Background: an optimization exercise with open tools, aiming at small area, a short achievable clock period and few clock cycles per item. Do not read the settings as production practice.
Where RTL was checked, it was by simulation tests only, not by an equivalence proof against the original.
Power is estimated from default activity; no workload was simulated.

## job 9783
==> flow/design.v (excerpt) <==
module fc_1st_mac_engine #(
    parameter int Bit_width   = 16,
    parameter int Frac_bits   = 8,
    parameter int In_Len      = 32,
    parameter int Out_Len     = 16,
    parameter int Waddr_width = 8
) (
    input  logic                        CLK,
    input  logic                        RST_N,
    input  logic                        Start,
    output logic                        Busy,
    output logic                        Done,
    output logic                        Read_Enable,
    output logic [4:0]                  Read_Width,
    input  logic signed [Bit_width-1:0] data_in_0,
    input  logic signed [Bit_width-1:0] data_in_1,
    input  logic signed [Bit_width-1:0] data_in_2,
    input  logic signed [Bit_width-1:0] data_in_3,
    input  logic signed [Bit_width-1:0] data_in_4,
    output logic [Waddr_width-1:0]      Weight_Addr,
    input  logic signed [Bit_width-1:0] weight_in_0,
    input  logic signed [Bit_width-1:0] weight_in_1,
    input  logic signed [Bit_width-1:0] weight_in_2,
    input  logic signed [Bit_width-1:0] weight_in_3,
    input  logic signed [Bit_width-1:0] weight_in_4,
    output logic [3:0]                  Neuron_Idx,
    input  logic signed [Bit_width-1:0] bias_in,
    output logic                        Out_Valid,
    input  logic                        Out_Ready,
    output logic [Bit_width-1:0]        Out_Data
);
For scale: ~3,900 cells after synthesis, about 220 I/O pins, about 0.044 mm2 of cells after synthesis.
clock: 12.5 ns
lec_check: 0
cap_margin: 20
core_margin: 2
core_utilization: 40
cts_cluster_diameter: 100
cts_cluster_size: 24
slew_margin: 70
standard.sh (not shown) runs the stock make flow with config.mk's settings and CLKGATE_MAP_FILE= SYNTH_SCRIPT=/design/flow/synth_recipe.tcl, a recipe that flattens the netlist after the stock synthesis.
==> flow/flow/run.sh <==
#!/bin/bash
# Layout flow: the standard synthesis, then a netlist pass that removes
# the inverters Yosys leaves between full adders (each fa cell may be replaced
# by its dual: same cell, inputs and outputs complemented; registers and
# every other cell keep their function), then the standard layout with the
# port buffers made of sky130_fd_sc_hd__buf_2 instead of the slow delay
# buffer the placer picks by default. Each tool's output goes to a log here.
set -euo pipefail
R="$PWD/orfs/results/$FLOW_PLATFORM/fc_1st_mac_engine/base"
bash standard.sh synth > make_synth.log 2>&1
cp "$R/1_2_yosys.v" "$R/1_2_yosys_std.v"
python3 flow/polarity.py "$R/1_2_yosys_std.v" "$R/1_2_yosys.v" > polarity.log 2>&1
rm -f "$R/1_synth.odb" "$R/1_synth.sdc"
bash standard.sh "BUFFER_PORTS_ARGS=-buffer_cell sky130_fd_sc_hd__buf_2" finish > make_finish.log 2>&1
Other scripts of this flow, unchanged in this note and not shown: flow/flow/polarity.py
Modified inputs, job 3397 compared to job 9783
diff --git a/flow/design.v b/flow/design.v
--- a/flow/design.v
+++ b/flow/design.v
@@ -137,22 +137,24 @@
             end
             t1_first <= issuing & (step == 3'd0) & ~conflict;
             t1_last  <= issuing & (step == 3'd6) & ~conflict;
             t2_first <= t1_first & ~conflict;
             t2_nfirst <= ~(t1_first & ~conflict);    
             t2_last  <= t1_last & ~conflict;
             t3_last  <= t2_last & ~conflict;
             t4_last  <= t3_last & ~conflict;
         end
     end
+    logic [15:0] out_hold;
     always_ff @(posedge CLK) begin
-        if (commit) out_q <= result;
+        if (commit) out_hold <= result;
+        out_q <= empty_q ? result : out_hold;
     end
     logic [15:0] xr0, xr1, xr2, xr3, xr4;
     logic [23:0] be0, be1, be2, be3, be4;
     logic [23:0] ben0, ben1, ben2, ben3, ben4;
     logic [177:0] pr;
     logic [36:0] acc0, acc1, accg0, accg1, acc_n0, acc_n1;
     always_ff @(posedge CLK) begin
         xr0 <= data_in_0;
         xr1 <= data_in_1;
         xr2 <= data_in_2;
--- outcome ---
- The run showing the smaller number of flip-flops and latches is job 9783.
- Reported net switching power, job 3397 and job 9783: higher on job 3397
- NOTE aggregate routed wire length job 9783->job 3397 increased slightly
- Compare job 3397 and job 9783 | path depth of the worst reg2reg path lower: job 3397
- Per the comparison of job 3397 with job 9783, detailed placer's ending HPWL went up by 1.2 mm, design area went up by about 0.9%.
Testbench counts of job 3397, summed over its fixed seeds: cycles 7,560, items 1,024.
Only the layout flow was run in job 9783; the RTL was not checked for function there.

-- port drivers added, routing unchanged --
The results above use ideal ports. As a check the final layouts listed here were re-extracted and re-timed, cells and wires unchanged.
Step 1 assumes that a clkbuf_16 drives the clock port and a buf_2 every other input.
Step 2, shift: input delay + t, output delay - t, t = (earliest + latest rising clock arrival at the registers) / 2. This alone moves slack from input paths to output paths.
Three values: no drivers, after step 1, after step 2; two values: the first two.
run	t, ns	setup slack, ns	worst slew at a driven data input, ns
job 9783	0.739	8.733 / 8.661 / 8.455	0.10
job 3397	0.715	8.886 / 8.812 / 8.482	0.09
After both steps setup and hold are still met in every run listed. For job 3397, which loses most, drivers alone change the setup slack by -0.074 ns; drivers and shift together by -0.404 ns.
